Context: an optimization exercise on an open-source flow, tuned for small area and a short achievable clock period. The choices shown serve that exercise and are no tape-out recipe.
Where RTL was checked, it was by simulation tests only, not by an equivalence proof against the original.
Only the layout flow was run in run 4; the RTL was not checked for function there.
Power is estimated from default activity; no workload was simulated.

[flow/design.v]
package soccer_pkg;
    typedef logic [23:0] rgb_t;
    typedef enum logic [1:0] {
        MATCH_KICKOFF = 2'd0,
        MATCH_PLAY    = 2'd1,
        MATCH_GOAL    = 2'd2
    } match_state_t;
    localparam int COORD_W = 12;
    localparam rgb_t SKY_BG     = 24'h070A12;
    localparam rgb_t GRASS_A    = 24'h0A5C1F;
    localparam rgb_t GRASS_B    = 24'h0D6A26;
    localparam rgb_t LINE_WHITE = 24'hF5F7FF;
    localparam rgb_t BALL_WHITE = 24'hF7F7F7;
    localparam rgb_t SCORE_BG   = 24'h0E1016;
    localparam rgb_t SCORE_FG   = 24'hECEFF4;
    localparam int PITCH_MARGIN = 16;
    localparam int BALL_R       = 4;
    localparam int GOAL_HALF    = 12;
    localparam int STRIPE_SHIFT = 3;
    localparam int DIGIT_SCALE  = 2;
    localparam int SB_LEFT      = 8;
    localparam int SB_GAP       = 3;
    localparam int SERVE_SPEED    = 2;
    localparam int KICKOFF_FRAMES = 4;
    localparam int GOAL_FRAMES    = 8;
endpackage
`timescale 1ns/1ps
module soccer_overlay #(
    parameter int H_ACTIVE = 1920,
    parameter int V_ACTIVE = 1080
) (
    input  logic             clk_i,
    input  logic             rst_i,
    input  logic             cen_i,
    input  logic             vid_sel_i,
    input  soccer_pkg::rgb_t vid_rgb_i,
    input  logic [1:0]       vh_blank_i,
    input  logic [2:0]       dvh_sync_i,
    output logic [2:0]       dvh_sync_o,
    output soccer_pkg::rgb_t vid_rgb_o
);
    localparam logic [2:0] C_SKY   = 3'd0;
    localparam logic [2:0] C_GRA   = 3'd1;
    localparam logic [2:0] C_GRB   = 3'd2;
    localparam logic [2:0] C_LINE  = 3'd3;
    localparam logic [2:0] C_BALL  = 3'd4;
    localparam logic [2:0] C_SBG   = 3'd5;
    localparam logic [2:0] C_SFG   = 3'd6;
    logic        de_i;
    logic        de_q;
    logic [10:0] nx_q;
    logic [10:0] py_q;
    logic        tick_q;
    logic        fall_q;
    logic        row0;
    assign de_i = dvh_sync_i[2];
    assign row0 = fall_q ? (py_q == 11'd1079) : (py_q == 11'd0);
    always_ff @(posedge clk_i) begin
        if (rst_i) begin
            de_q   <= 1'b0;
            tick_q <= 1'b0;
            fall_q <= 1'b0;
            nx_q   <= 11'd1;
            py_q <= '0;
        end else begin
            tick_q <= cen_i & de_i & ~de_q & row0;
            fall_q <= cen_i & ~de_i & de_q;
            if (fall_q) begin
                py_q <= (py_q == 11'd1079) ? 11'd0 : py_q + 1'b1;
            end
            if (cen_i) begin
            de_q <= de_i;
            if (!de_i) begin
                nx_q <= 11'd1;
            end else if (nx_q[10:7] != 4'b1111) begin
                nx_q <= nx_q + 1'b1;
            end
            end
        end
    end
    logic [3:0] ph_q;
    logic       odd_q;
    logic [3:0] half_q;
    logic [9:0] bc_q;
    logic [9:0] bc_next;
    logic       goal;
    assign bc_next = odd_q ? bc_q - 1'b1 : bc_q + 1'b1;
    assign goal    = odd_q ? (bc_q == 10'd8) : (bc_q == 10'd946);
    always_ff @(posedge clk_i) begin
        if (rst_i) begin
            ph_q   <= '0;
            odd_q  <= 1'b0;
            half_q <= '0;
            bc_q   <= 10'd477;
        end else if (tick_q) begin
            if (ph_q == 4'd4) begin
                bc_q <= bc_next;
                if (goal) begin
                    ph_q  <= 4'd8;
                    odd_q <= ~odd_q;
                    if (odd_q && half_q != 4'd9) begin
                        half_q <= half_q + 1'b1;
                    end
                end
            end else begin
                ph_q <= ph_q + 1'b1;
                if (ph_q == 4'd3) begin
                    bc_q <= bc_next;
                end
                if (ph_q == 4'd15) begin
                    bc_q <= 10'd477;
                end
            end
        end
    end
    function automatic logic [14:0] glyph(input logic [3:0] d);
        case (d)
            4'd0:    glyph = 15'b111_101_101_101_111;
            4'd1:    glyph = 15'b010_110_010_010_111;
            4'd2:    glyph = 15'b111_001_111_100_111;
            4'd3:    glyph = 15'b111_001_111_001_111;
            4'd4:    glyph = 15'b101_101_111_001_001;
            4'd5:    glyph = 15'b111_100_111_001_111;
            4'd6:    glyph = 15'b111_100_111_101_111;
            4'd7:    glyph = 15'b111_001_001_001_001;
            4'd8:    glyph = 15'b111_101_111_101_111;
            4'd9:    glyph = 15'b111_101_111_001_111;
            default: glyph = 15'b000_000_000_000_000;
        endcase
    endfunction
    logic [10:0] x;
    logic [10:0] y;
    logic        x_lo;
    logic        in_pitch;
    logic        on_line;
    logic        in_board;
    logic        ball_row;
    logic [2:0]  ball_r;
    logic        on_ball;
    logic        dig_a_x;
    logic        dig_b_x;
    logic        dig_y;
    logic [1:0]  gcol;
    logic [2:0]  grow_bits;
    logic        gpix;
    logic [3:0]  digit;
    logic [14:0] gbits;
    logic        lit;
    logic [2:0]  scene;
    always_comb begin
        x = nx_q;
        y = py_q;
        x_lo     = (x[10:6] == 5'd0);
        in_pitch = (x >= 11'd16) && (x <= 11'd1903) && (y >= 11'd16) && (y <= 11'd1063);
        on_line  = (x <= 11'd17) || (x >= 11'd1902) || (y <= 11'd17) || (y >= 11'd1062) ||
                   (x == 11'd959) || (x == 11'd960);
        in_board = x_lo && (x[5:0] >= 6'd8) && (x[5:0] <= 6'd33) &&
                   (y >= 11'd1067) && (y <= 11'd1078);
        ball_row = (y >= 11'd536) && (y <= 11'd544);
        case (y[3:0])
            4'd12:   ball_r = 3'd4;    
            4'd10,
            4'd11,
            4'd13,
            4'd14:   ball_r = 3'd3;
            4'd9,
            4'd15:   ball_r = 3'd2;
            default: ball_r = 3'd0;    
        endcase
        case (ball_r)
            3'd4:    on_ball = (wq_q != 4'd0);
            3'd3:    on_ball = (wq_q >= 4'd2) && (wq_q <= 4'd8);
            3'd2:    on_ball = (wq_q >= 4'd3) && (wq_q <= 4'd7);
            default: on_ball = (wq_q == 4'd5);
        endcase
        on_ball = on_ball && ball_row;
        dig_y   = (y >= 11'd1068) && (y <= 11'd1077);
        dig_a_x = x_lo && (x[5:0] >= 6'd12) && (x[5:0] <= 6'd17);
        dig_b_x = x_lo && (x[5:0] >= 6'd24) && (x[5:0] <= 6'd29);
        gcol    = dig_a_x ? 2'(x[2:1] + 2'd2) : x[2:1];
        digit   = (dig_a_x && odd_q && half_q != 4'd9) ? half_q + 1'b1 : half_q;
        gbits   = glyph(digit);
        case (y[4:1])
            4'd6:    grow_bits = gbits[14:12];
            4'd7:    grow_bits = gbits[11:9];
            4'd8:    grow_bits = gbits[8:6];
            4'd9:    grow_bits = gbits[5:3];
            default: grow_bits = gbits[2:0];
        endcase
        case (gcol)
            2'd0:    gpix = grow_bits[2];
            2'd1:    gpix = grow_bits[1];
            default: gpix = grow_bits[0];
        endcase
        lit     = (dig_a_x || dig_b_x) && dig_y && gpix;
        scene = C_SKY;
        if (in_pitch) begin
            scene = x[3] ? C_GRB : C_GRA;
            if (on_line) begin
                scene = C_LINE;
            end
        end
        if (on_ball) begin
            scene = C_BALL;
        end
        if (in_board) begin
            scene = lit ? C_SFG : C_SBG;
        end
    end
    logic [3:0] wq_q;
    always_ff @(posedge clk_i) begin
        if (rst_i) begin
            wq_q <= '0;
        end else if (cen_i) begin
            if (!de_i) begin
                wq_q <= '0;
            end else if (wq_q != 4'd0) begin
                wq_q <= (wq_q == 4'd9) ? 4'd0 : wq_q + 1'b1;
            end else if (nx_q == {bc_q, 1'b1}) begin
                wq_q <= 4'd1;
            end
        end
    end
    logic [2:0] code_q;
    always_ff @(posedge clk_i) begin
        if (rst_i) begin
            code_q <= C_SKY;
        end else if (cen_i) begin
            code_q <= de_i ? scene : C_SKY;
        end
    end
    soccer_pkg::rgb_t colour;
    always_comb begin
        case (code_q)
            C_GRA:   colour = soccer_pkg::GRASS_A;
            C_GRB:   colour = soccer_pkg::GRASS_B;
            C_LINE:  colour = soccer_pkg::LINE_WHITE;
            C_BALL:  colour = soccer_pkg::BALL_WHITE;
            C_SBG:   colour = soccer_pkg::SCORE_BG;
            C_SFG:   colour = soccer_pkg::SCORE_FG;
            default: colour = soccer_pkg::SKY_BG;
        endcase
    end
    always_ff @(posedge clk_i) begin
        if (rst_i) begin
            vid_rgb_o  <= soccer_pkg::SKY_BG;
            dvh_sync_o <= 3'b000;
        end else if (cen_i) begin
            vid_rgb_o  <= (vid_sel_i && de_i) ? colour : vid_rgb_i;
            dvh_sync_o <= dvh_sync_i;
        end
    end
endmodule
[flow/flow/run.sh]
#!/bin/bash
# Standard layout, with plain buffers on the ports instead of delay cells,
# and timing repair aiming past the clock period.
set -euo pipefail
export BUFFER_PORTS_ARGS="-buffer_cell sky130_fd_sc_hd__buf_2"
export SETUP_SLACK_MARGIN=9.6
bash standard.sh synth > synth.log 2>&1
bash standard.sh > layout.log 2>&1
[flow/standard.sh]
#!/bin/bash
# synth_recipe.tcl (not shown) runs the flow's synth.tcl, then flattens the netlist and writes it again
# the make line also repeats each setting of config.mk as NAME=value (left out here)
make -C /OpenROAD-flow-scripts/flow DESIGN_CONFIG=/design/flow/config.mk WORK_HOME=/design/flow/orfs CLKGATE_MAP_FILE= SYNTH_SCRIPT=/design/flow/synth_recipe.tcl "${@:-finish}"
[flow/config.mk]
export PLATFORM = sky130hd
export DESIGN_NAME = soccer_overlay
export DESIGN_NICKNAME = soccer_overlay
export VERILOG_FILES = /design/flow/design.v
export SDC_FILE = /design/flow/constraint.sdc
export NUM_CORES = 4
export LEC_CHECK = 0
export CAP_MARGIN = 20
export CORE_MARGIN = 2
export CORE_UTILIZATION = 40
export SLEW_MARGIN = 20
[flow/constraint.sdc]
create_clock -name core_clock -period 13.0 [get_ports {clk_i}]
set_input_delay 2.6000 -clock core_clock [delete_from_list [all_inputs] [get_ports {clk_i}]]
set_output_delay 2.6000 -clock core_clock [all_outputs]
set_load 0.01 [all_outputs]
==> summary.txt, run 1 <==
Timing
  • Fin crit period: 3400 ps
  • Setup-failing EPs final: 0
  • Fmax: 295 MHz
  • Fin Setup TNS: 0 ps
  • Final Slew Violations: 0
  • Slew HR: 62.4%
  • Skew final: 11.9 ps
  • Worst hold slack: 475 ps
  • Final hold vios: 0
  • RSZ-0062 raised after global routing: yes
  • Tcrit/Tclk final: 26.1%
  • Worst-Margin Slew: 549 ps

GRT
  • Initial antenna violation count: 0
  • First-pass GRT wire length: 23,100 um
  • Grt total ovfl: 0
  • Vias in the first global route: 4,854
  • Tot GR Track Use: 19.8%
  • Largest net degree at the start of global routing: 65

Floorplanning
  • Initial Utilization: 41.0%
  • Core ar.: 12,600 um^2
  • Die X: 118 um
  • Die H: 118 um
  • Die area: 13,800 um^2
  • Standard-cell rows: 41
  • IO Pins: 60

Synthesis
  • Distinct cells, synth: 70
  • YS warnings: 1
  • Post-synthesis net count: 739
  • Post-synth EDFFs: 0
  • Cell Area, Synth: 5170 um^2
  • Top FF cell, synth: dfxtp_1
  • Seq/Total Area, Yosys: 29.8%
  • Gate Count Post-Synth: 679
  • #FFs+latches synth: 77
  • Syn Area/Cell: 7.61 um^2
  • Ys async rst share: 0%

Setup path
  • CP Depth: 1
  • Req. time, crit path: 10,400 ps
  • Worst r2r dst: code_q[0]
  • Critical Path Sink: vid_rgb_o[12]
  • Buffers plus inverters on the worst setup path: 1
  • Worst reg2reg path depth: 13
  • Crit path from: vid_rgb_o[12]
  • Nature of the critical path endpoint: output port
  • Reg2Reg Setup Slack: 9740 ps
  • Slowest cell delay on critical path: 340 ps
  • Worst path top cell family by delay: flip-flops
  • Crit path kind: register to output port
  • RR Startpoint: nx_q[1]
  • Type of origin of the critical path: register
  • Critical path's slowest cell: dfxtp_2
  • Crit path DAT: 800 ps
  • CP cell instances: buf_6
  • Worst Path Max Fanout: 2

Layout
  • Register area: 1580 um^2
  • Design Area, Final: 6320 um^2
  • Fraction of layout cells with a size suffix above 1: 21.9%
  • Multi-input logic area: 3440 um^2
  • Diodes inserted: 0
  • Synth-to-layout area growth: 22.2%
  • Finished Layout Cells: 897
  • # fillers: 1,263
  • Util after Layout: 50.1%
  • Final net count: 780

Route
  • WL/cell: 15.0 um
  • Final WL: 13,500 um
  • Initial DRC Count: 307
  • # DRC: 0
  • Max layer used: met4
  • Via-per-instance ratio: 5.55
  • DRT Pass-1 Iters: 5
  • Vias post-DR: 4,978
  • Post-DRT Antenna Nets: 0
  • DRT met1 WL: 6200 um
  • Met3 Wirelength: 700 um
  • Routed length on met2: 6420 um

Place
  • IO buf count: 57
  • GP Congestion: 0.888
  • Placed Area: 5510 um^2
  • Dpl cells: 863
  • DP Wirelength: 8860 um

Clock network
  • Worst skew pair latency: 350 ps
  • Clock H-tree levels: 3
  • CTS tree: done
  • Clock-pin slew on the worst setup and hold paths: 60 ps
  • TritonCTS Buffers: 9
  • CTS root buffer: clkbuf_16
  • CTS Buffer Depth: 2
  • CTS sink count: 77

Power and ir drop
  • Combinational Power Share: 10.2%
  • Clock Power Share: 45.2%
  • Pleak: 2.43 nW
  • Pwr Density: 88.4 nW/um^2
  • Sequential power share: 44.6%
  • VDD IR max: 0.0614 mV
  • Net Sw Power: 0.137 mW
  • Switching share of power: 24.6%
  • Internal power: 0.421 mW

Flow run
  • Number of max-cap violations: 0

Run status
  • Run status: finished clean

Worst hold path
  • Hold crit path type: register to register
[worst min-delay path, stage by stage, from the launching register on]
cell and delay (ps):
dfxtp_2 320, nand2b_1 60, a21oi_1 50
[cell type report]
cell class | instances | area share (%)
Multi-Input combinational cell | 531 | 54.4
Sequential cell | 77 | 25.1
Timing Repair Buffer | 79 | 11.1
Clock buffer | 10 | 3.62
Tap cell | 172 | 3.41
Inverter | 22 | 1.39
Clock inverter | 6 | 1.01
[per-stage QoR]
stage	setup slack [ps]	power [mW]
after floorplan	9360	0.282
after global placement	8740	0.294
after detailed placement	8690	0.295
after CTS	9570	0.560
after global routing	9550	0.581
final	9600	0.559
[power by group through the flow]
stage / Combinational [mW] / Clock (mW) / Sequential, mW
after floorplan: 0.0281 / 0 / 0.254
after global placement: 0.0420 / 0 / 0.252
after detailed placement: 0.0427 / 0 / 0.252
after CTS: 0.0535 / 0.258 / 0.249
after global routing: 0.0626 / 0.269 / 0.250
final: 0.0569 / 0.252 / 0.249
[cells in the final DEF, fill, tap and decap left out, types with 23 or more instances in the layout]
cell type   n
nor3_1     26
buf_2      28
nand3_1    25
nand2_1    52
a21oi_1    60
dfxtp_2    31
dfxtp_1    45
nor2_1     83
ha_1       23
buf_6      29
[flip-flops by register name, summed over array words and instances, names as in the netlist]
| name | cells |
|---|---|
| ph_q | 4 |
| half_q | 4 |
| nx_q | 11 |
| tick_q | 1 |
| fall_q | 1 |
| vid_rgb_o | 24 |
| dvh_sync_o | 2 |
| odd_q | 1 |
| wq_q | 4 |
| code_q | 3 |
| de_q | 1 |
| py_q | 11 |
| bc_q | 10 |
[Yosys cell counts (all sizes together) (3+ instances only)]
| master | number | area share [%] |
|---|---|---|
| a211oi | 4 | 0.58 |
| a21o | 3 | 0.44 |
| a21oi | 61 | 5.9 |
| a22oi | 4 | 0.58 |
| a31oi | 4 | 0.48 |
| a41oi | 3 | 0.51 |
| and3 | 8 | 0.97 |
| buf | 12 | 1.5 |
| clkbuf | 37 | 2.7 |
| dfxtp | 77 | 30 |
| ha | 26 | 6.3 |
| inv | 21 | 1.5 |
| mux2 | 4 | 0.87 |
| mux2i | 8 | 1.5 |
| nand2 | 54 | 3.9 |
| nand2b | 21 | 2.7 |
| nand3 | 25 | 2.4 |
| nand3b | 4 | 0.58 |
| nand4 | 16 | 1.9 |
| nor2 | 85 | 6.3 |
| nor2b | 10 | 1.2 |
| nor3 | 27 | 2.7 |
| nor4 | 11 | 1.6 |
| nor4b | 4 | 0.80 |
| o211ai | 5 | 0.73 |
| o21a | 5 | 0.73 |
| o21ai | 29 | 2.8 |
| o21bai | 8 | 1.2 |
| o221ai | 6 | 1.0 |
| o22ai | 5 | 0.61 |
| or2 | 10 | 1.2 |
| or3 | 8 | 0.97 |
| or4 | 3 | 0.44 |
| xnor2 | 21 | 3.6 |
| xor2 | 17 | 2.9 |
[logic make-up after synthesis]
logic type / after synthesis / share of synthesized area, %
AO/OA/AOI/OAI: 160 / 19.7
XOR/XNOR: 38 / 6.44
adder cells (fa/ha/maj): 27 / 6.68
buffers and inverters: 71 / 5.83
flip-flops: 77 / 29.8
multiplexers: 12 / 2.42
AND/OR/NAND/NOR: 294 / 29.1
[worst min-delay path by stage]
| stage | start | end | slack, ps | cells past startpoint |
|---|---|---|---|---|
| 6_report | vid_rgb_o[2] | vid_rgb_o[2] | 480 | 2 |
| 5_1_grt | vid_rgb_o[2] | vid_rgb_o[2] | 500 | 2 |
| 4_1_cts | vid_rgb_o[2] | vid_rgb_o[2] | 470 | 2 |
| 3_5_place_dp | vid_rgb_o[2] | vid_rgb_o[2] | 460 | 2 |
| 3_3_place_gp | vid_rgb_o[18] | vid_rgb_o[18] | 460 | 2 |
| 2_1_floorplan | de_q | tick_q | 440 | 1 |
[what timing repair did]
action,4_1_cts,5_1_grt
buffers inserted,12,4
pin swaps,5,4
gates cloned,2,0
hold buffers,0,0
hold endpoints to repair,0,0
endpoints found under the setup margin,74,39
resized for setup,71,24
[routing by layer]
metal | up-vias | GRT usage, %
li1 | 2503 | -
met1 | 2339 | 24.3
met2 | 125 | 34.0
met3 | 11 | 5.33
met4 | 0 | 5.65
met5 | - | 0
==> run 2: changes to the inputs <==
==> flow/flow/run.sh (replaced) <==
#!/bin/bash
# The standard layout, with plain buffers on the ports (instead of delay
# cells) and timing repair that aims for 9.3 ns of setup slack.
set -euo pipefail
export BUFFER_PORTS_ARGS="-buffer_cell sky130_fd_sc_hd__buf_2"
export SETUP_SLACK_MARGIN=9.3
bash standard.sh synth > synth.log 2>&1
bash standard.sh > layout.log 2>&1
--- a/flow/config.mk
+++ b/flow/config.mk
@@ -7,5 +7,6 @@
 export LEC_CHECK = 0
 export CAP_MARGIN = 20
 export CORE_MARGIN = 2
-export CORE_UTILIZATION = 40
+export CORE_UTILIZATION = 65
+export CTS_BUF_LIST = sky130_fd_sc_hd__clkbuf_8
 export SLEW_MARGIN = 20
==> run 2 against run 1 <==
  * Still clean
  * First-iteration DRC count increased by 13%
  * Clock skew increased by 0.63 ps
  * Routed wire length shrank 9.5%
  * Area after synthesis unchanged
  * Critical path depth increased by 6
  * Worst hold slack better by 1.9 ps
  * Final cell count decreased by 9.4%
  * Non-clock buffer count down 13
  * Die area is 37% lower
  * Global-route usage is 8.8 points higher
==> summary.txt, run 2 <==
Synthesis
  • Gate Count Post-Synth: 679 (unchanged)
  • Post-synth top area share: 29.8% (unchanged)
  • Cell Area, Synth: 5170 um^2 (unchanged)
  • Cell taking the most area after synthesis: dfxtp_1
  • Cells taking the most area after synthesis: dfxtp_1 30%, ha_1 6.3%, nor2_1 6.1%
  • YS warnings: 1 (unchanged)
  • Top FF cell, synth: dfxtp_1
  • Distinct cells, synth: 70 (unchanged)
  • Seq/Total Area, Yosys: 29.8% (unchanged)
  • Post-synth top cells: 84 x nor2_1, 77 x dfxtp_1, 61 x a21oi_1
  • #FFs+latches synth: 77 (unchanged)
  • Syn Area/Cell: 7.61 um^2 (unchanged)
  • Post-synthesis net count: 739 (unchanged)
  • Post-synth EDFFs: 0 (unchanged)
  • Ys async rst share: 0% (unchanged)
  • Top-count cell post-synth: nor2_1

Route
  • Initial DRC Count: 348 (+13%)
  • WL/cell: 15.0 um (-0.15%)
  • # DRC: 0 (unchanged)
  • Vias post-DR: 4,916 (-1.2%)
  • Final WL: 12,200 um (-9.5%)
  • Via-per-instance ratio: 6.05 (+9.0%)
  • Post-DRT Antenna Nets: 0 (unchanged)
  • DRT Pass-1 Iters: 7 (+2)

Worst hold path
  • Hold Crit Depth: 2 (unchanged)
  • Min-delay src: vid_rgb_o[19]
  • Hold crit path type: register to register
  • Hold EP: vid_rgb_o[19]

Layout
  • Finished Layout Cells: 813 (-9.4%)
  • Diodes inserted: 0 (unchanged)
  • Most frequent cells in the layout: 84 x nor2_1, 77 x dfxtp_1, 61 x a21oi_1, 56 x buf_2, 53 x nand2_1
  • Largest regs: vid_rgb_o x24, nx_q x11, py_q x11
  • Max FFs per register: 24 (unchanged)
  • Commonest non-fill, non-tap cell in the layout: nor2_1
  • Synth-to-layout area growth: 10.5%
  • Fraction of layout cells with a size suffix above 1: 14.5% (-7.4 points)
  • Design Area, Final: 5710 um^2 (-9.6%)
  • Most flop-heavy register: vid_rgb_o
  • Final net count: 767 (-1.7%)

Floorplanning
  • Standard-cell rows: 32 (-22%)
  • Die X: 93.2 um (-21%)
  • Initial Utilization: 66.9% (+26 points)
  • Die H: 93.2 um (-21%)
  • Core ar.: 7730 um^2 (-39%)
  • Die area: 8680 um^2 (-37%)
  • IO Pins: 60 (unchanged)

Timing
  • Fin crit period: 3590 ps (+196 ps)
  • Slew HR: 56.1% (-6.3 points)
  • Fmax: 278 MHz (-5.5%)
  • Tcrit/Tclk final: 27.6% (+1.5 points)
  • Setup-failing EPs final: 0 (unchanged)
  • Skew final: 12.6 ps (+0.635 ps)
  • Final Slew Violations: 0 (unchanged)
  • RSZ-0062 raised after global routing: yes
  • Fin Setup TNS: 0 ps (unchanged)
  • Worst-Margin Slew: 642 ps (+92.2 ps)
  • Final hold vios: 0 (unchanged)

Setup path
  • Nature of the critical path endpoint: register
  • Worst reg2reg path depth: 13 (unchanged)
  • Crit path kind: input pin to register
  • Worst Path Max Fanout: 63 (+61)
  • Worst r2r dst: code_q[0]
  • Reg2Reg Setup Slack: 9420 ps (-320 ps)
  • Crit path DAT: 3830 ps (+3030 ps)
  • Type of origin of the critical path: input pin
  • Req. time, crit path: 13,230 ps (+2830 ps)
  • RR Startpoint: nx_q[0]

Run status
  • Run status: finished clean

Place
  • GP Congestion: 0.895 (+0.72%)
  • IO buf count: 57 (unchanged)
  • DP Wirelength: 8330 um (-6.0%)
  • Dpl cells: 792 (-8.2%)
  • Placed Area: 5390 um^2 (-2.2%)

Clock network
  • Hold-fix buffers, CTS: 0 (unchanged)
  • Clock H-tree levels: 3 (unchanged)
  • Worst skew pair latency: 350 ps (about the same)
  • CTS root buffer: clkbuf_8
  • CTS sink count: 77 (unchanged)
  • Clock-pin slew on the worst setup and hold paths: 80 ps (+20 ps)
  • CTS Buffer Depth: 2 (unchanged)
  • CTS tree: done
  • TritonCTS Buffers: 9 (unchanged)

GRT
  • First-pass GRT wire length: 20,600 um (-11%)
  • Largest net degree at the start of global routing: 65 (unchanged)
  • Vias in the first global route: 4,522 (-6.8%)
  • Initial antenna violation count: 0 (unchanged)
  • Grt total ovfl: 0 (unchanged)
  • Tot GR Track Use: 28.6% (+8.8 points)

Power and ir drop
  • Pleak: 2.23 nW (-8.1%)
  • VDD IR max: 0.0630 mV (+2.5%)
  • Pwr Density: 82.7 nW/um^2 (-6.4%)

Flow run
  • Number of max-cap violations: 0 (unchanged)
==> run 2: cell types whose count changed in the layout (fill, tap and decap cells not counted), moves of 2 or more <==
cell       delta
buf_2        +28
inv_4         -2
dfxtp_2      -31
o21ai_4       -2
clkinv_2      -2
dfxtp_1      +32
buf_4         -9
ha_2          -3
clkbuf_16     -9
bufbuf_16     -2
ha_1          +3
buf_6        -29
clkbuf_8      +8
==> run 2: timing repair <==
item	4_1_cts	5_1_grt
setup buffers	1	5
hold endpoints to repair	0	0
endpoints found under the setup margin	27	10
gates resized for setup	11	8
pin swaps	1	3
==> run 2: layout make-up <==
type	instances	area, um^2
Clock buffer	9	124
Clock inverter	6	72.6
Fill cell	620	2020
Inverter	22	82.6
Multi-Input combinational cell	531	3400
Sequential cell	77	1540
Tap cell	102	128
Timing Repair Buffer	66	363
==> run 2: per-stage QoR <==
| step | hold slack [ps] | util [%] | total power, mW | setup WS (ps) |
|---|---|---|---|---|
| final | 477 | 73.9 | 0.473 | 9410 |
| after detailed placement | 457 | 69.7 | 0.293 | 8490 |
| after floorplan | 439 | - | 0.279 | 9310 |
| after global placement | 454 | 69.7 | 0.292 | 8560 |
| after CTS | 472 | 72.9 | 0.475 | 9330 |
| after global routing | 501 | 73.9 | 0.494 | 9230 |
==> run 2: kinds of logic (layout without fill, tap and decap cells) <==
logic type | count (synthesis) | in the layout | synth area share, %
compound gates | 160 | 160 | 19.7
xor+xnor | 38 | 38 | 6.44
mux | 12 | 12 | 2.42
fa+ha+maj | 27 | 27 | 6.68
simple gates | 294 | 294 | 29.1
flops | 77 | 77 | 29.8
buf+inv | 71 | 103 | 5.83
==> run 2: metal layers <==
layer  track usage [%]  part of all wire [%]  vias up
met5                 0                     0        -
met4              7.23                   1.1        0
met1              38.4                    47     2287
met2              47.5                    47      146
met3              5.40                   5.1       14
li1                  -                     -     2469
==> run 2: worst max path at each step <==
| stage | startpoint | to | slack [ps] | cells after the start |
|---|---|---|---|---|
| floorplan | dvh_sync_i[2] | nx_q[9] | 9310 | 8 |
| global placement | dvh_sync_i[2] | vid_rgb_o[6] | 8560 | 6 |
| detailed placement | dvh_sync_i[2] | vid_rgb_o[6] | 8490 | 6 |
| CTS | nx_q[1] | code_q[0] | 9330 | 13 |
| global route | nx_q[0] | code_q[0] | 9230 | 13 |
| finish | cen_i | nx_q[9] | 9410 | 7 |
==> run 2: where the power goes <==
part | leakage [nW] | switching [mW] | internal, mW
clock | 0.0899 | 0.0931 | 0.0896
combinational | 1.51 | 0.0247 | 0.0185
sequential | 0.627 | 0.00469 | 0.242
total | 2.23 | 0.122 | 0.350
==> run 2: worst max-delay path, cell delays in order <==
cell and delay, ps:
buf_8 280, o21a_1 250, nand4_1 150, nor2_1 220, nand3_1 120, xor2_1 150, nor2_1 50
==> run 3: changes to the inputs <==
--- a/flow/config.mk
+++ b/flow/config.mk
@@ -7,6 +7,5 @@
 export LEC_CHECK = 0
 export CAP_MARGIN = 20
 export CORE_MARGIN = 2
-export CORE_UTILIZATION = 65
-export CTS_BUF_LIST = sky130_fd_sc_hd__clkbuf_8
+export CORE_UTILIZATION = 40
 export SLEW_MARGIN = 20
==> run 3 against run 2 <==
  * Largest power group is now the clock network
  * Still clean on timing, DRC and antenna
  * Global-route usage is 10 points lower
  * Register-to-register slack improved by 120 ps
  * Via count is 1.0% lower
==> summary.txt, run 3 <==
Setup path
  • Worst Path Max Fanout: 64 (+1.6%)
  • Slowest cell delay on critical path: 380 ps (+100 ps)
  • Nature of the critical path endpoint: register
  • Critical path's slowest cell: or3b_1
  • Type of origin of the critical path: input pin
  • Req. time, crit path: 13,210 ps (-20 ps)
  • Crit path DAT: 3770 ps (-60 ps)
  • Crit path kind: input pin to register
  • CP cell instances: buf_2, buf_4, a21o_1, or3b_1

Synthesis
  • Post-synth EDFFs: 0 (unchanged)
  • Post-synth top cells: 84 x nor2_1, 77 x dfxtp_1, 61 x a21oi_1
  • Cells taking the most area after synthesis: dfxtp_1 30%, ha_1 6.3%, nor2_1 6.1%
  • Ys async rst share: 0% (unchanged)
  • Gate Count Post-Synth: 679 (unchanged)
  • Top-count cell post-synth: nor2_1
  • Post-synthesis net count: 739 (unchanged)
  • Cell Area, Synth: 5170 um^2 (unchanged)
  • Syn Area/Cell: 7.61 um^2 (unchanged)
  • Seq/Total Area, Yosys: 29.8% (unchanged)
  • Top FF cell, synth: dfxtp_1
  • Post-synth top area share: 29.8% (unchanged)
  • YS warnings: 1 (unchanged)
  • Cell taking the most area after synthesis: dfxtp_1
  • Distinct cells, synth: 70 (unchanged)
  • #FFs+latches synth: 77 (unchanged)

Timing
  • Fmax: 281 MHz (+1.0%)
  • Worst-Margin Slew: 699 ps (+57.7 ps)
  • RSZ-0062 raised after global routing: yes
  • Setup-failing EPs final: 0 (unchanged)
  • Fin crit period: 3560 ps (-35.8 ps)
  • Slew HR: 53.3% (-2.8 points)
  • Tcrit/Tclk final: 27.4% (-0.28 points)
  • Final hold vios: 0 (unchanged)
  • Fin Setup TNS: 0 ps (unchanged)
  • Skew final: 9.34 ps (-3.25 ps)
  • Final Slew Violations: 0 (unchanged)

Route
  • # DRC: 0 (unchanged)
  • Post-DRT Antenna Nets: 0 (unchanged)
  • Final WL: 12,800 um (+4.6%)
  • Vias post-DR: 4,867 (-1.0%)
  • Via-per-instance ratio: 5.49 (-9.2%)
  • WL/cell: 14.4 um (-4.1%)
  • DRT Pass-1 Iters: 5 (-2)
  • Initial DRC Count: 320 (-8.0%)

Layout
  • Commonest non-fill, non-tap cell in the layout: nor2_1
  • Max FFs per register: 24 (unchanged)
  • Largest regs: vid_rgb_o x24, nx_q x11, py_q x11
  • Synth-to-layout area growth: 14.9%
  • Diodes inserted: 0 (unchanged)
  • Most flop-heavy register: vid_rgb_o
  • Most frequent cells in the layout: 83 x nor2_1, 74 x dfxtp_1, 61 x a21oi_1, 57 x buf_2, 52 x nand2_1
  • Final net count: 769 (+0.26%)
  • Fraction of layout cells with a size suffix above 1: 16.2% (+1.8 points)

Floorplanning
  • IO Pins: 60 (unchanged)
  • Standard-cell rows: 41 (+28%)
  • Die H: 118 um (+26%)
  • Core ar.: 12,600 um^2 (+63%)
  • Die area: 13,800 um^2 (+59%)
  • Initial Utilization: 41.0% (-26 points)
  • Die X: 118 um (+26%)

Power and ir drop
  • Pleak: 2.30 nW (+3.3%)
  • Combinational Power Share: 8.3% (-0.8 points)
  • Sequential power share: 45.1% (-7.1 points)
  • VDD IR max: 0.0593 mV (-5.9%)
  • Pwr Density: 92.1 nW/um^2 (+11%)
  • Tot Pwr: 0.547 mW (+16%)
  • Net Sw Power: 0.132 mW (+7.4%)
  • Internal power: 0.416 mW (+19%)
  • Switching share of power: 24.0% (-1.9 points)
  • Clock Power Share: 46.5% (+7.8 points)

Place
  • GP Congestion: 0.912 (+1.9%)
  • DP Wirelength: 8770 um (+5.3%)
  • IO buf count: 57 (unchanged)

GRT
  • Tot GR Track Use: 18.1% (-10 points)
  • Grt total ovfl: 0 (unchanged)
  • Initial antenna violation count: 0 (unchanged)
  • Largest net degree at the start of global routing: 65 (unchanged)
  • Vias in the first global route: 4,480 (-0.93%)
  • First-pass GRT wire length: 21,500 um (+4.0%)

Clock network
  • CTS tree: done
  • CTS sink count: 77 (unchanged)
  • TritonCTS Buffers: 9 (unchanged)
  • CTS Buffer Depth: 2 (unchanged)
  • Hold-fix buffers, CTS: 0 (unchanged)
  • CTS root buffer: clkbuf_16
  • Worst skew pair latency: 330 ps (-20 ps)
  • Clock-pin slew on the worst setup and hold paths: 60 ps (-20 ps)
  • Clock H-tree levels: 3 (unchanged)

Worst hold path
  • Hold crit path type: register to register

Flow run
  • Number of max-cap violations: 0 (unchanged)

Run status
  • Run status: finished clean
## run 3: changes by cell type in the layout (fill, tap and decap cells not counted), sizes merged
cell      previous run  this run
buf                 66        67
clkbuf               9        11
clkinv               1         6
clkinvlp             3         0
inv                 23        21
## run 3: routing by layer
metal | GRT usage, % | part of all wire (%) | vias up
met2 | 29.5 | 47 | 122
met4 | 7.15 | 1.8 | 0
met1 | 24.0 | 47 | 2251
met5 | 0 | 0 | -
li1 | - | - | 2479
met3 | 2.81 | 4.6 | 15
## run 3: final timing paths
path / startpoint / endpoint / slack (ps) / cells past startpoint
hold reg to reg: vid_rgb_o[2] / vid_rgb_o[2] / 470 / 2
setup / recovery: rst_i / nx_q[0] / 9440 / 4
hold / removal: vid_rgb_o[2] / vid_rgb_o[2] / 470 / 2
setup reg to reg: nx_q[1] / code_q[0] / 9540 / 13
## run 3: cell families after synthesis
family	after synthesis	share of synthesized area, %
multiplexers	12	2.42
flip-flops	77	29.8
buffers and inverters	71	5.83
AND/OR/NAND/NOR	294	29.1
adder cells (fa/ha/maj)	27	6.68
AO/OA/AOI/OAI	160	19.7
XOR/XNOR	38	6.44
## run 3: worst max-delay path: cells and delay by family
family	cells	cell delay, ps
AOI/OAI and AO/OA	1	360
buffers and inverters	2	400
and+or+nand+nor	1	380
## run 3: repair_timing
item	4_1_cts	5_1_grt
endpoints found under the setup margin	20	10
pin swaps	1	2
gates resized for setup	12	14
cloned	0	1
setup buffers	1	6
## run 3: final cells by class
type	count	area (um^2)
Clock buffer	10	239
Clock inverter	6	62.6
Fill cell	1274	6680
Inverter	22	82.6
Multi-Input combinational cell	531	3400
Sequential cell	77	1550
Tap cell	172	215
Timing Repair Buffer	68	398
## run 3: metrics by stage
step | std cells | setup WS [ps] | cell area [um^2] | utilization [%] | hold slack [ps]
floorplan | 679 | 9310 | 5170 | - | 439
global placement | 862 | 8510 | 5470 | 43.4 | 455
detailed placement | 862 | 8500 | 5470 | 43.4 | 459
CTS | 879 | 9330 | 5830 | 46.2 | 468
global route | 886 | 9300 | 5940 | 47.1 | 490
finish | 886 | 9440 | 5940 | 47.1 | 466
## run 3: power groups by stage
stage | registers [mW] | clock network (mW) | logic (mW)
CTS | 0.247 | 0.260 | 0.0431
detailed placement | 0.252 | 0 | 0.0419
floorplan | 0.254 | 0 | 0.0250
finish | 0.247 | 0.255 | 0.0455
global placement | 0.252 | 0 | 0.0414
global route | 0.248 | 0.270 | 0.0506
==> run 4: changes to the inputs <==
--- a/flow/design.v
+++ b/flow/design.v
@@ -231,7 +231,7 @@
     end
     soccer_pkg::rgb_t colour;
     always_comb begin
-        case (code_q)
+        case (rst_i ? C_SKY : code_q)
             C_GRA:   colour = soccer_pkg::GRASS_A;
             C_GRB:   colour = soccer_pkg::GRASS_B;
             C_LINE:  colour = soccer_pkg::LINE_WHITE;
@@ -241,13 +241,16 @@
             default: colour = soccer_pkg::SKY_BG;
         endcase
     end
-    always_ff @(posedge clk_i) begin
-        if (rst_i) begin
-            vid_rgb_o  <= soccer_pkg::SKY_BG;
+    logic show;
+    assign show = rst_i | (vid_sel_i & de_i);
+    always_ff @(posedge clk_i) begin
+        if (rst_i) begin
             dvh_sync_o <= 3'b000;
         end else if (cen_i) begin
-            vid_rgb_o  <= (vid_sel_i && de_i) ? colour : vid_rgb_i;
             dvh_sync_o <= dvh_sync_i;
         end
+        if (rst_i || cen_i) begin
+            vid_rgb_o <= show ? colour : vid_rgb_i;
+        end
     end
 endmodule
==> flow/flow/run.sh (replaced) <==
#!/bin/bash
# The standard layout, with plain buffers on the ports (instead of delay
# cells) and timing repair that aims for 9.6 ns of setup slack.
set -euo pipefail
export BUFFER_PORTS_ARGS="-buffer_cell sky130_fd_sc_hd__buf_2"
export SETUP_SLACK_MARGIN=9.6
bash standard.sh synth > synth.log 2>&1
bash standard.sh > layout.log 2>&1
==> run 4 against run 3 <==
  * Clock power shrank 11%
  * First-iteration DRC count fell by 4.1%
  * Still clean on timing, DRC and antenna
  * Power is 1.9% lower
  * Non-clock buffer count is 21 higher
  * Worst hold slack better by 40 ps
  * Fmax shrank 2.3%
  * Critical endpoint is now vid_rgb_o[18]
  * Clock skew is 1.4 ps higher
  * Global-route usage grew 0.37 points
  * Sequential power up 6%
  * Highest routed layer unchanged
  * Worst setup slack worse by 84 ps
  * Largest power group is now sequential cells
  * Synthesized cell count fell by 8.7%
  * Final cell count shrank 2.8%
==> summary.txt, run 4 <==
Run status
  • Run status: finished clean

Synthesis
  • Post-synth top cells: 71 x nor2_1, 57 x nand2_1, 53 x dfxtp_1
  • Top FF cell, synth: dfxtp_1
  • Post-synth top area share: 20.5% (-9.3 points)
  • Cells taking the most area after synthesis: dfxtp_1 21%, edfxtp_1 14%, ha_1 7.3%
  • Gate Count Post-Synth: 620 (-8.7%)
  • Cell taking the most area after synthesis: dfxtp_1
  • Ys async rst share: 0% (unchanged)
  • Seq/Total Area, Yosys: 34.5% (+4.7 points)
  • Top-count cell post-synth: nor2_1
  • Cell Area, Synth: 5170 um^2 (about the same)
  • Post-synth EDFFs: 24 (+24)
  • Post-synthesis net count: 684 (-7.4%)
  • Syn Area/Cell: 8.33 um^2 (+9.5%)
  • #FFs+latches synth: 77 (unchanged)
  • Distinct cells, synth: 68 (-2.9%)
  • YS warnings: 1 (unchanged)

Timing
  • Slew HR: 30.3% (-23 points)
  • RSZ-0062 raised after global routing: yes
  • Final hold vios: 0 (unchanged)
  • Worst hold slack: 506 ps (+40.0 ps)
  • Fmax: 275 MHz (-2.3%)
  • Fin crit period: 3640 ps (+83.6 ps)
  • Worst-Margin Slew: 1050 ps (+346 ps)
  • Tcrit/Tclk final: 28.0% (+0.64 points)
  • Final Slew Violations: 0 (unchanged)
  • Skew final: 10.8 ps (+1.43 ps)
  • Fin Setup TNS: 0 ps (unchanged)
  • Setup-failing EPs final: 0 (unchanged)

Flow run
  • Number of max-cap violations: 0 (unchanged)

Floorplanning
  • Standard-cell rows: 41 (unchanged)
  • Die H: 118 um (about the same)
  • Initial Utilization: 40.9% (about the same)
  • IO Pins: 60 (unchanged)
  • Die X: 118 um (about the same)
  • Die area: 13,800 um^2 (about the same)
  • Core ar.: 12,600 um^2 (unchanged)

Layout
  • Final net count: 748 (-2.7%)
  • Synth-to-layout area growth: 23.8%
  • # fillers: 1,189 (-6.7%)
  • Commonest non-fill, non-tap cell in the layout: nor2_1
  • Util after Layout: 50.7% (+3.6 points)
  • Most frequent cells in the layout: 66 x nor2_1, 54 x nand2_1, 51 x buf_2, 46 x dfxtp_1, 39 x a21oi_1
  • Fraction of layout cells with a size suffix above 1: 25.1% (+8.9 points)
  • Register area: 1800 um^2 (+16%)
  • Multi-input logic area: 3380 um^2 (-0.52%)
  • Diodes inserted: 0 (unchanged)
  • Most flop-heavy register: vid_rgb_o
  • Max FFs per register: 24 (unchanged)
  • Largest regs: vid_rgb_o x24, nx_q x11, py_q x11

Power and ir drop
  • Pleak: 2.56 nW (+11%)
  • VDD IR max: 0.0424 mV (-28%)
  • Pwr Density: 83.9 nW/um^2 (-8.9%)

Clock network
  • Clock-pin slew on the worst setup and hold paths: 60 ps (about the same)
  • CTS root buffer: clkbuf_16
  • CTS sink count: 77 (unchanged)
  • Worst skew pair latency: 350 ps (+20 ps)
  • Hold-fix buffers, CTS: 0 (unchanged)
  • Clock H-tree levels: 3 (unchanged)
  • CTS Buffer Depth: 2 (unchanged)
  • CTS tree: done
  • TritonCTS Buffers: 9 (unchanged)

Setup path
  • Nature of the critical path endpoint: register
  • Req. time, crit path: 13,080 ps (-130 ps)
  • Crit path kind: input pin to register
  • Slowest cell delay on critical path: 230 ps (-150 ps)
  • Worst path top cell family by delay: simple AND/OR/NAND/NOR gates
  • Worst Path Max Fanout: 6 (-91%)
  • CP cell instances: buf_16, nand2b_4, ha_4, and2_4, a21oi_4, nor2b_4, a31oi_1
  • Type of origin of the critical path: input pin
  • Crit path DAT: 3720 ps (-50 ps)
  • Buffers plus inverters on the worst setup path: 1 (-1)
  • Critical path's slowest cell: nor2b_4

Route
  • Final WL: 13,100 um (+2.7%)
  • Via-per-instance ratio: 5.47 (-0.50%)
  • Initial DRC Count: 307 (-4.1%)
  • Post-DRT Antenna Nets: 0 (unchanged)
  • DRT Pass-1 Iters: 5 (unchanged)
  • # DRC: 0 (unchanged)
  • Vias post-DR: 4,706 (-3.3%)
  • WL/cell: 15.2 um (+5.7%)

Place
  • IO buf count: 57 (unchanged)
  • DP Wirelength: 8520 um (-2.8%)
  • GP Congestion: 0.867 (-5.0%)

GRT
  • Initial antenna violation count: 0 (unchanged)
  • Grt total ovfl: 0 (unchanged)
  • Vias in the first global route: 4,290 (-4.2%)
  • Tot GR Track Use: 18.5% (+0.37 points)
  • First-pass GRT wire length: 21,100 um (-1.7%)
  • Largest net degree at the start of global routing: 25 (-62%)

Worst hold path
  • Hold crit path type: register to register
[run 4: cell count changes after synthesis, sizes merged, moves of 6 or more]
cell    change
nor2       -14
clkbuf      -9
a21oi      -18
nand3       -7
nor3        -7
dfxtp      -24
edfxtp     +24
nand2b      -8
inv         +6
a21o       +13
[run 4: worst register-to-register path: cells and delay by family, from the launching register on]
family                   cells  cell delay [ps]
adder cells (fa/ha/maj)      1              230
AO/OA/AOI/OAI                4              630
AND/OR/NAND/NOR              6             1730
multiplexers                 1              260
buffers and inverters        1              170
flip-flops                   1              360
[run 4: path summary, 6_finish.rpt]
check           startpoint             to  slack (ps)  cells past startpoint
min reg2reg  dvh_sync_o[1]  dvh_sync_o[1]         510                      2
max reg2reg        nx_q[8]      code_q[1]        9520                     13
max                  rst_i  vid_rgb_o[18]        9360                      7
min          dvh_sync_o[1]  dvh_sync_o[1]         510                      2
[run 4: kinds of logic after synthesis]
logic type / share of synthesized area, %
AND/OR/NAND/NOR: 23.7
AO/OA/AOI/OAI: 18.1
flip-flops: 34.5
buffers and inverters: 6.32
XOR/XNOR: 7.29
adder cells (fa/ha/maj): 7.65
multiplexers: 2.40
[run 4: area by class of cell]
class                   count  area share, %
well taps                 172           3.36
clock inverters             6          0.489
repair buffers             89           9.96
flip-flops and latches     77           28.1
clock buffers              10           3.58
inverters                  27           1.66
multi-input cells         480           52.8
[run 4: metal layers]
metal	part of all wire [%]	up-vias	wire length [um]	global-route usage (%)
met5	0	-	0	0
met4	2.1	0	281	6.85
met3	4.3	26	560	3.25
met2	47	116	6140	30.5
met1	47	2218	6110	24.2
li1	-	2346	-	-
[run 4: power by group]
part	total [mW]	internal, mW	switching, mW
Combinational	0.0482	0.0221	0.0261
Clock	0.228	0.127	0.101
Sequential	0.261	0.257	0.00376
[run 4: through the flow]
step | cell area [um^2] | total power [mW] | worst slack [ps] | std cells
floorplan | 5300 | 0.290 | 9160 | 620
global placement | 5530 | 0.304 | 8260 | 812
detailed placement | 5530 | 0.305 | 8230 | 812
CTS | 6150 | 0.539 | 9390 | 846
global route | 6400 | 0.555 | 9340 | 861
finish | 6400 | 0.537 | 9360 | 861
[run 4: what timing repair did]
action / in CTS / in global routing
setup endpoints to repair: 98 / 55
buffers inserted: 16 / 14
cloned: 2 / 1
pin swaps: 14 / 25
gates resized for setup: 47 / 28
==> run 5: changes to the inputs <==
--- a/flow/design.v
+++ b/flow/design.v
@@ -231,7 +231,7 @@
     end
     soccer_pkg::rgb_t colour;
     always_comb begin
-        case (rst_i ? C_SKY : code_q)
+        case (code_q)
             C_GRA:   colour = soccer_pkg::GRASS_A;
             C_GRB:   colour = soccer_pkg::GRASS_B;
             C_LINE:  colour = soccer_pkg::LINE_WHITE;
@@ -241,16 +241,13 @@
             default: colour = soccer_pkg::SKY_BG;
         endcase
     end
-    logic show;
-    assign show = rst_i | (vid_sel_i & de_i);
-    always_ff @(posedge clk_i) begin
-        if (rst_i) begin
+    always_ff @(posedge clk_i) begin
+        if (rst_i) begin
+            vid_rgb_o  <= soccer_pkg::SKY_BG;
             dvh_sync_o <= 3'b000;
         end else if (cen_i) begin
+            vid_rgb_o  <= (vid_sel_i && de_i) ? colour : vid_rgb_i;
             dvh_sync_o <= dvh_sync_i;
         end
-        if (rst_i || cen_i) begin
-            vid_rgb_o <= show ? colour : vid_rgb_i;
-        end
     end
 endmodule
==> flow/flow/run.sh (replaced) <==
#!/bin/bash
# The standard synthesis and layout, with three changes to how the layout
# is made: after the floorplan, OpenROAD's restructure re-maps the
# combinational logic for area (registers untouched); the ports get plain
# buffers instead of delay cells; and timing repair aims for 9.3 ns of
# setup slack. Each tool's output goes to a log file here.
set -euo pipefail
export BUFFER_PORTS_ARGS="-buffer_cell sky130_fd_sc_hd__buf_2"
export SETUP_SLACK_MARGIN=9.3
bash standard.sh synth > synth.log 2>&1
bash standard.sh floorplan > floorplan.log 2>&1
openroad -no_init -exit flow/restructure.tcl > restructure.log 2>&1
bash standard.sh > layout.log 2>&1
==> flow/flow/restructure.tcl (new file) <==
# Re-map the floorplan's combinational logic for area with OpenROAD's
# restructure (ABC), then write the floorplan back for placement.
set res orfs/results/sky130hd/soccer_overlay/base
set lib $::env(FLOW_HOME)/platforms/sky130hd/lib/sky130_fd_sc_hd__tt_025C_1v80.lib
read_liberty $lib
read_db $res/2_floorplan.odb
read_sdc $res/2_floorplan.sdc
source $::env(FLOW_HOME)/platforms/sky130hd/setRC.tcl
set_dont_use [list sky130_fd_sc_hd__probe_p_8 sky130_fd_sc_hd__probec_p_8 sky130_fd_sc_hd__lpflow_*]
report_design_area
file mkdir rmp
restructure -target area -liberty_file $lib \
  -tielo_port sky130_fd_sc_hd__conb_1/LO -tiehi_port sky130_fd_sc_hd__conb_1/HI \
  -work_dir rmp -abc_logfile rmp/abc.log
report_design_area
write_db $res/2_floorplan.odb
--- a/flow/config.mk
+++ b/flow/config.mk
@@ -7,5 +7,6 @@
 export LEC_CHECK = 0
 export CAP_MARGIN = 20
 export CORE_MARGIN = 2
-export CORE_UTILIZATION = 40
+export CORE_UTILIZATION = 65
+export CTS_BUF_LIST = sky130_fd_sc_hd__clkbuf_8
 export SLEW_MARGIN = 20
==> run 5 against run 4 <==
  * Power shrank 6.9%
  * Critical path depth up 7
  * Sequential cell count unchanged
  * Register-to-register slack improved by 90 ps
  * Clock skew hardly changed
  * Die area down 37%
  * Final cell count down 13%
  * Routed wire length shrank 2.6%
  * Worst setup slack got worse by 87 ps
  * Clock power fell by 12%
  * Area after synthesis barely moved
  * Largest cell class unchanged
  * Highest routed layer unchanged
==> summary.txt, run 5 <==
Route
  • WL/cell: 17.0 um (+12%)
  • Vias post-DR: 4,681 (-0.53%)
  • Via-per-instance ratio: 6.25 (+14%)
  • # DRC: 0 (unchanged)
  • Post-DRT Antenna Nets: 0 (unchanged)
  • Final WL: 12,800 um (-2.6%)
  • Initial DRC Count: 407 (+33%)
  • DRT Pass-1 Iters: 5 (unchanged)

GRT
  • Vias in the first global route: 4,148 (-3.3%)
  • First-pass GRT wire length: 20,500 um (-2.7%)
  • Initial antenna violation count: 0 (unchanged)
  • Tot GR Track Use: 29.6% (+11 points)
  • Grt total ovfl: 0 (unchanged)
  • Largest net degree at the start of global routing: 43 (+72%)

Power and ir drop
  • Pwr Density: 93.6 nW/um^2 (+12%)
  • Switching share of power: 24.3% (about the same)
  • Sequential power share: 49.4% (+0.9 points)
  • Net Sw Power: 0.122 mW (-6.9%)
  • Clock Power Share: 40.3% (-2.2 points)
  • Combinational Power Share: 10.3% (+1.3 points)
  • Internal power: 0.378 mW (-6.9%)
  • VDD IR max: 0.0554 mV (+31%)
  • Pleak: 1.97 nW (-23%)

Floorplanning
  • Core ar.: 7730 um^2 (-39%)
  • IO Pins: 60 (unchanged)
  • Die X: 93.2 um (-21%)
  • Die H: 93.2 um (-21%)
  • Standard-cell rows: 32 (-22%)
  • Die area: 8680 um^2 (-37%)
  • Initial Utilization: 66.9% (+26 points)

Timing
  • Skew final: 11.2 ps (+0.470 ps)
  • Setup-failing EPs final: 0 (unchanged)
  • Worst hold slack: 475 ps (-31.2 ps)
  • Final Slew Violations: 0 (unchanged)
  • Fin crit period: 3730 ps (+87.4 ps)
  • Fin Setup TNS: 0 ps (unchanged)
  • Slew HR: 35.1% (+4.8 points)
  • Tcrit/Tclk final: 28.7% (+0.67 points)
  • Final hold vios: 0 (unchanged)
  • RSZ-0062 raised after global routing: yes
  • Fmax: 268 MHz (-2.3%)
  • Worst-Margin Slew: 965 ps (-80.6 ps)

Synthesis
  • Post-synth EDFFs: 0 (-100%)
  • Top-count cell post-synth: nor2_1
  • Distinct cells, synth: 70 (+2.9%)
  • Cell taking the most area after synthesis: dfxtp_1
  • Cells taking the most area after synthesis: dfxtp_1 30%, ha_1 6.3%, nor2_1 6.1%
  • Ys async rst share: 0% (unchanged)
  • YS warnings: 1 (unchanged)
  • #FFs+latches synth: 77 (unchanged)
  • Seq/Total Area, Yosys: 29.8% (-4.7 points)
  • Post-synth top cells: 84 x nor2_1, 77 x dfxtp_1, 61 x a21oi_1
  • Gate Count Post-Synth: 679 (+9.5%)
  • Syn Area/Cell: 7.61 um^2 (-8.6%)
  • Post-synthesis net count: 739 (+8.0%)
  • Top FF cell, synth: dfxtp_1
  • Cell Area, Synth: 5170 um^2 (about the same)
  • Post-synth top area share: 29.8% (+9.3 points)

Setup path
  • Type of origin of the critical path: input pin
  • Slowest cell delay on critical path: 170 ps (-60 ps)
  • Worst Path Max Fanout: 4 (-2)
  • Worst path top cell family by delay: buffers and inverters
  • Buffers plus inverters on the worst setup path: 9 (+8)
  • Nature of the critical path endpoint: register
  • Most used cell along the critical path: buf_6
  • CP cell instances: buf_8, buf_12, clkinv_8, buf_12, a21oi_4, nand2b_1, nor3_2, inv_2, nor2_4, buf_6, buf_6, buf_6, buf_6, a211oi_2
  • Req. time, crit path: 13,230 ps (+150 ps)
  • Crit path kind: input pin to register
  • Critical path's slowest cell: nor3_2
  • Crit path DAT: 3960 ps (+240 ps)

Clock network
  • Clock H-tree levels: 3 (unchanged)
  • CTS sink count: 77 (unchanged)
  • CTS tree: done
  • CTS root buffer: clkbuf_8
  • Worst skew pair latency: 350 ps (about the same)
  • CTS Buffer Depth: 2 (unchanged)
  • Clock-pin slew on the worst setup and hold paths: 80 ps (+20 ps)
  • TritonCTS Buffers: 9 (unchanged)

Layout
  • Diodes inserted: 0 (unchanged)
  • Util after Layout: 69.1% (+18 points)
  • Synth-to-layout area growth: 3.24%
  • Most flop-heavy register: vid_rgb_o
  • Largest regs: vid_rgb_o x24, nx_q x11, py_q x11
  • Design Area, Final: 5340 um^2 (-17%)
  • Most frequent cells in the layout: 81 x clkinv_1, 75 x dfxtp_1, 73 x nor2_1, 55 x buf_2, 41 x o21ai_0
  • Max FFs per register: 24 (unchanged)
  • Final net count: 676 (-9.6%)
  • Commonest non-fill, non-tap cell in the layout: clkinv_1
  • Fraction of layout cells with a size suffix above 1: 20.2% (-4.9 points)

Place
  • Placed Area: 4660 um^2 (-16%)
  • GP Congestion: 0.896 (+3.4%)
  • IO buf count: 57 (unchanged)
  • DP Wirelength: 8230 um (-3.4%)

Worst hold path
  • Hold crit path type: register to register

Flow run
  • Number of max-cap violations: 0 (unchanged)

Run status
  • Run status: finished clean
run 5: worst paths after layout:
| path | from | to | slack (ps) | cells after the start |
|---|---|---|---|---|
| max reg2reg | nx_q[8] | code_q[1] | 9610 | 18 |
| min reg2reg | py_q[7] | py_q[7] | 470 | 2 |
| min | py_q[7] | py_q[7] | 470 | 2 |
| max | cen_i | nx_q[7] | 9270 | 14 |
run 5: metal layers:
metal / vias to the layer above / global-route usage (%) / wire (um)
li1: 2283 / - / -
met1: 2193 / 41.8 / 5800
met2: 188 / 47.0 / 6000
met3: 17 / 4.51 / 778
met4: 0 / 8.33 / 165
met5: - / 0 / 0
run 5: cell type report:
class	count	area, um^2
Clock buffer	10	138
Clock inverter	5	76.3
Fill cell	669	2390
Inverter	92	375
Multi-Input combinational cell	381	2470
Sequential cell	77	1540
Tap cell	102	128
Timing Repair Buffer	82	604
run 5: metrics by stage:
stage | setup WS, ps | power, mW | instances
finish | 9270 | 0.500 | 749
global route | 9170 | 0.518 | 749
CTS | 9120 | 0.500 | 744
detailed placement | 7920 | 0.293 | 712
global placement | 8000 | 0.292 | 712
floorplan | 9310 | 0.279 | 679
run 5: power by group through the flow:
stage	Clock [mW]	Combinational (mW)	Sequential, mW
after floorplan	0	0.0250	0.254
after global placement	0	0.0395	0.252
after detailed placement	0	0.0403	0.253
after CTS	0.203	0.0498	0.247
after global routing	0.214	0.0553	0.248
final	0.201	0.0513	0.247
run 5: cell families (layout without fill, tap and decap cells):
kind of cell | after synthesis | after routing | synth area share (%)
buffers and inverters | 71 | 189 | 5.83
adder cells (fa/ha/maj) | 27 | 0 | 6.68
flip-flops | 77 | 77 | 29.8
AND/OR/NAND/NOR | 294 | 164 | 29.1
multiplexers | 12 | 0 | 2.42
AO/OA/AOI/OAI | 160 | 217 | 19.7
XOR/XNOR | 38 | 0 | 6.44
run 5: what timing repair did:
item,4_1_cts,5_1_grt
gates resized for setup,35,35
hold buffers,0,0
pin swaps,6,8
endpoints found under the setup margin,43,19
setup buffers,14,5
gates cloned,3,0
run 5: tightest hold or removal path: cells and delay by family (launching register included):
kind	cells	cell delay, ps
flip-flops	1	300
buffers and inverters	1	60
AO/OA/AOI/OAI	1	60
==> run 6: changes to the inputs <==
==> flow/flow/restructure.tcl (replaced) <==
# Re-map the floorplan's combinational logic for timing with OpenROAD's
# restructure (ABC), then write the floorplan back for placement.
set res orfs/results/sky130hd/soccer_overlay/base
set lib $::env(FLOW_HOME)/platforms/sky130hd/lib/sky130_fd_sc_hd__tt_025C_1v80.lib
read_liberty $lib
read_db $res/2_floorplan.odb
read_sdc $res/2_floorplan.sdc
source $::env(FLOW_HOME)/platforms/sky130hd/setRC.tcl
set_dont_use [list sky130_fd_sc_hd__probe_p_8 sky130_fd_sc_hd__probec_p_8 sky130_fd_sc_hd__lpflow_*]
report_design_area
file mkdir rmp
restructure -target timing -liberty_file $lib \
  -tielo_port sky130_fd_sc_hd__conb_1/LO -tiehi_port sky130_fd_sc_hd__conb_1/HI \
  -work_dir rmp -abc_logfile rmp/abc.log
report_design_area
write_db $res/2_floorplan.odb
==> run 6 against run 5 <==
  * Still clean on timing, DRC and antenna
  * Global-route usage is 0.98 points lower
  * Register-to-register slack got worse by 190 ps
  * Sequential power about the same
  * Cell area up 7.0%
  * Clock skew is 1.3 ps higher
  * Final cell count up 8.5%
  * Area after synthesis did not move
  * Critical endpoint is now nx_q[9]
  * Highest routed layer unchanged
==> summary.txt, run 6 <==
Layout
  • # fillers: 620 (-7.3%)
  • Most frequent cells in the layout: 84 x nor2_1, 77 x dfxtp_1, 61 x a21oi_1, 56 x buf_2, 53 x nand2_1
  • Commonest non-fill, non-tap cell in the layout: nor2_1
  • Multi-input logic area: 3400 um^2 (+38%)
  • Diodes inserted: 0 (unchanged)
  • Final net count: 767 (+13%)
  • Register area: 1540 um^2 (-0.16%)
  • Largest regs: vid_rgb_o x24, nx_q x11, py_q x11
  • Synth-to-layout area growth: 10.5%
  • Max FFs per register: 24 (unchanged)
  • Fraction of layout cells with a size suffix above 1: 14.5% (-5.8 points)
  • Most flop-heavy register: vid_rgb_o

Timing
  • Final Slew Violations: 0 (unchanged)
  • Worst-Margin Slew: 642 ps (-323 ps)
  • PnR worst setup slack: 9410 ps (+135 ps)
  • Slew HR: 56.1% (+21 points)
  • Fin crit period: 3590 ps (-135 ps)
  • Fin Setup TNS: 0 ps (unchanged)
  • Final hold vios: 0 (unchanged)
  • Tcrit/Tclk final: 27.6% (-1.0 points)
  • Setup-failing EPs final: 0 (unchanged)
  • Skew final: 12.6 ps (+1.34 ps)
  • Fmax: 278 MHz (+3.8%)
  • RSZ-0062 raised after global routing: yes

Floorplanning
  • Core ar.: 7730 um^2 (unchanged)
  • Die H: 93.2 um (unchanged)
  • Die X: 93.2 um (unchanged)
  • Standard-cell rows: 32 (unchanged)
  • Initial Utilization: 66.9% (unchanged)
  • Die area: 8680 um^2 (unchanged)
  • IO Pins: 60 (unchanged)

Synthesis
  • Cells taking the most area after synthesis: dfxtp_1 30%, ha_1 6.3%, nor2_1 6.1%
  • Syn Area/Cell: 7.61 um^2 (unchanged)
  • Post-synth top area share: 29.8% (unchanged)
  • Top FF cell, synth: dfxtp_1
  • YS warnings: 1 (unchanged)
  • Top-count cell post-synth: nor2_1
  • Compound-gate portion of the synthesized area: 19.7% (unchanged)
  • #FFs+latches synth: 77 (unchanged)
  • Ys async rst share: 0% (unchanged)
  • Cell taking the most area after synthesis: dfxtp_1
  • Seq/Total Area, Yosys: 29.8% (unchanged)
  • Synth Area in XOR/XNOR: 6.44% (unchanged)
  • Adder-Cell Fraction of Synth Area: 6.68% (unchanged)
  • Distinct cells, synth: 70 (unchanged)
  • Main combinational cell family by area after synthesis: simple AND/OR/NAND/NOR gates
  • Mux cell area share after synthesis: 2.42% (unchanged)
  • Cell Area, Synth: 5170 um^2 (unchanged)
  • Post-synth EDFFs: 0 (unchanged)
  • Gate Count Post-Synth: 679 (unchanged)
  • Post-synthesis simple-gate area fraction: 29.1% (unchanged)
  • Post-synthesis net count: 739 (unchanged)
  • Post-synth top cells: 84 x nor2_1, 77 x dfxtp_1, 61 x a21oi_1

Place
  • Pre-CTS setup slack: 8490 ps (+570 ps)
  • IO buf count: 57 (unchanged)
  • GP Congestion: 0.895 (-0.11%)
  • DP Wirelength: 8330 um (+1.2%)

Setup path
  • Most used cell along the critical path: nor2_1
  • Type of origin of the critical path: input pin
  • Crit path DAT: 3830 ps (-130 ps)
  • Worst Path Max Fanout: 63 (+59)
  • Req. time, crit path: 13,230 ps (about the same)
  • Critical path's slowest cell: buf_8
  • Crit path kind: input pin to register
  • Slowest cell delay on critical path: 280 ps (+110 ps)
  • Buffers plus inverters on the worst setup path: 1 (-8)
  • CP cell instances: buf_8, o21a_1, nand4_1, nor2_1, nand3_1, xor2_1, nor2_1
  • Nature of the critical path endpoint: register
  • Worst path top cell family by delay: simple AND/OR/NAND/NOR gates

Flow run
  • Number of max-cap violations: 0 (unchanged)

Route
  • DRT Pass-1 Iters: 7 (+2)
  • Via-per-instance ratio: 6.05 (-3.2%)
  • Vias post-DR: 4,916 (+5.0%)
  • Initial DRC Count: 348 (-14%)
  • Post-DRT Antenna Nets: 0 (unchanged)
  • Final WL: 12,200 um (-4.4%)
  • # DRC: 0 (unchanged)
  • WL/cell: 15.0 um (-12%)

Clock network
  • Clock-pin slew on the worst setup and hold paths: 80 ps (about the same)
  • Clock H-tree levels: 3 (unchanged)
  • CTS Buffer Depth: 2 (unchanged)
  • Hold-fix buffers, CTS: 0 (unchanged)
  • Worst skew pair latency: 350 ps (about the same)
  • CTS sink count: 77 (unchanged)
  • CTS root buffer: clkbuf_8
  • CTS tree: done
  • TritonCTS Buffers: 9 (unchanged)

GRT
  • First-pass GRT wire length: 20,600 um (+0.58%)
  • Initial antenna violation count: 0 (unchanged)
  • Largest net degree at the start of global routing: 65 (+51%)
  • Vias in the first global route: 4,522 (+9.0%)
  • Grt total ovfl: 0 (unchanged)
  • Tot GR Track Use: 28.6% (-0.98 points)

Worst hold path
  • Hold crit path type: register to register

Power and ir drop
  • Pleak: 2.23 nW (+13%)
  • VDD IR max: 0.0630 mV (+14%)
  • Pwr Density: 82.7 nW/um^2 (-12%)

Run status
  • Run status: finished clean
## run 6: cell type report
cell class	count	area share [%]
repair buffers	66	6.35
well taps	102	2.23
multi-input cells	531	59.5
clock inverters	6	1.27
clock buffers	9	2.17
flip-flops and latches	77	27.0
inverters	22	1.45
## run 6: cell families after synthesis
logic type | count (synthesis)
AO/OA/AOI/OAI | 160
multiplexers | 12
flip-flops | 77
XOR/XNOR | 38
AND/OR/NAND/NOR | 294
buffers and inverters | 71
adder cells (fa/ha/maj) | 27
## run 6: worst min-delay path, stage by stage, from the launching register on
cell,delay (ps)
dfxtp_1,320
nand2b_1,60
a21oi_1,50
## run 6: repair_timing
action | in CTS | in global routing
pin swaps | 1 | 3
buffers inserted | 1 | 5
setup endpoints to repair | 27 | 10
gates resized for setup | 11 | 8
cloned | 0 | 0
## run 6: stage by stage
stage	utilization, %	cell area [um^2]	std cells	hold slack [ps]	power, mW
6_report	73.9	5710	813	477	0.473
5_1_grt	73.9	5710	813	501	0.494
4_1_cts	72.9	5630	808	472	0.475
3_5_place_dp	69.7	5390	792	457	0.293
3_3_place_gp	69.7	5390	792	454	0.292
2_1_floorplan	-	5170	679	439	0.279
## run 6: metal layers
metal	GRT usage [%]	vias to the layer above	wire length (um)
li1	-	2469	-
met1	38.4	2287	5680
met2	47.5	146	5760
met3	5.40	14	623
met4	7.23	0	129
met5	0	-	0
## run 6: final timing paths
check / startpoint / cells after the start / to / slack (ps)
max: cen_i / 7 / nx_q[9] / 9410
min reg2reg: vid_rgb_o[19] / 2 / vid_rgb_o[19] / 480
max reg2reg: nx_q[0] / 13 / code_q[0] / 9420
min: vid_rgb_o[19] / 2 / vid_rgb_o[19] / 480
## run 6: report_power, final
part           total (mW)  switching [mW]  internal, mW
combinational      0.0431          0.0247        0.0185
clock               0.183          0.0931        0.0896
sequential          0.247         0.00469         0.242

what the ideal ports hide:
In the flow no input, the clock included, has a driving cell. The finished layouts below were timed again as built, in two steps.
Step 1 (the two cells are an assumption about what drives the block):
set clk [get_ports {clk_i}]
set_driving_cell -lib_cell sky130_fd_sc_hd__clkbuf_16 $clk
set_driving_cell -lib_cell sky130_fd_sc_hd__buf_2 [delete_from_list [all_inputs] $clk]
Step 2, shift: input delay + t, output delay - t, t = (earliest + latest rising clock arrival at the registers) / 2. This alone moves slack from input paths to output paths.
Three values: ideal ports, drivers, drivers and shift; two values: the first two.
| run | t (ns) | slack for setup (ns) | hold slack, ns | latest minus earliest clock arrival (ns) |
|---|---|---|---|---|
| run 1 | 0.379 | 9.605 / 9.566 / 9.269 | 0.475 / 0.475 / 0.475 | 0.012 / 0.012 |
| run 2 | 0.384 | 9.408 / 9.392 / 9.008 | 0.477 / 0.477 / 0.477 | 0.014 / 0.015 |
| run 3 | 0.367 | 9.444 / 9.463 / 9.096 | 0.466 / 0.466 / 0.466 | 0.010 / 0.010 |
| run 4 | 0.382 | 9.360 / 9.295 / 8.914 | 0.506 / 0.506 / 0.506 | 0.011 / 0.011 |
| run 5 | 0.380 | 9.273 / 9.254 / 8.874 | 0.475 / 0.475 / 0.475 | 0.011 / 0.012 |
| run 6 | 0.384 | 9.408 / 9.392 / 9.008 | 0.477 / 0.477 / 0.477 | 0.014 / 0.015 |
After both steps every run listed still meets setup and hold. The setup slack of run 4, which loses most, moves by -0.065 ns with the drivers and by -0.446 ns with both steps.
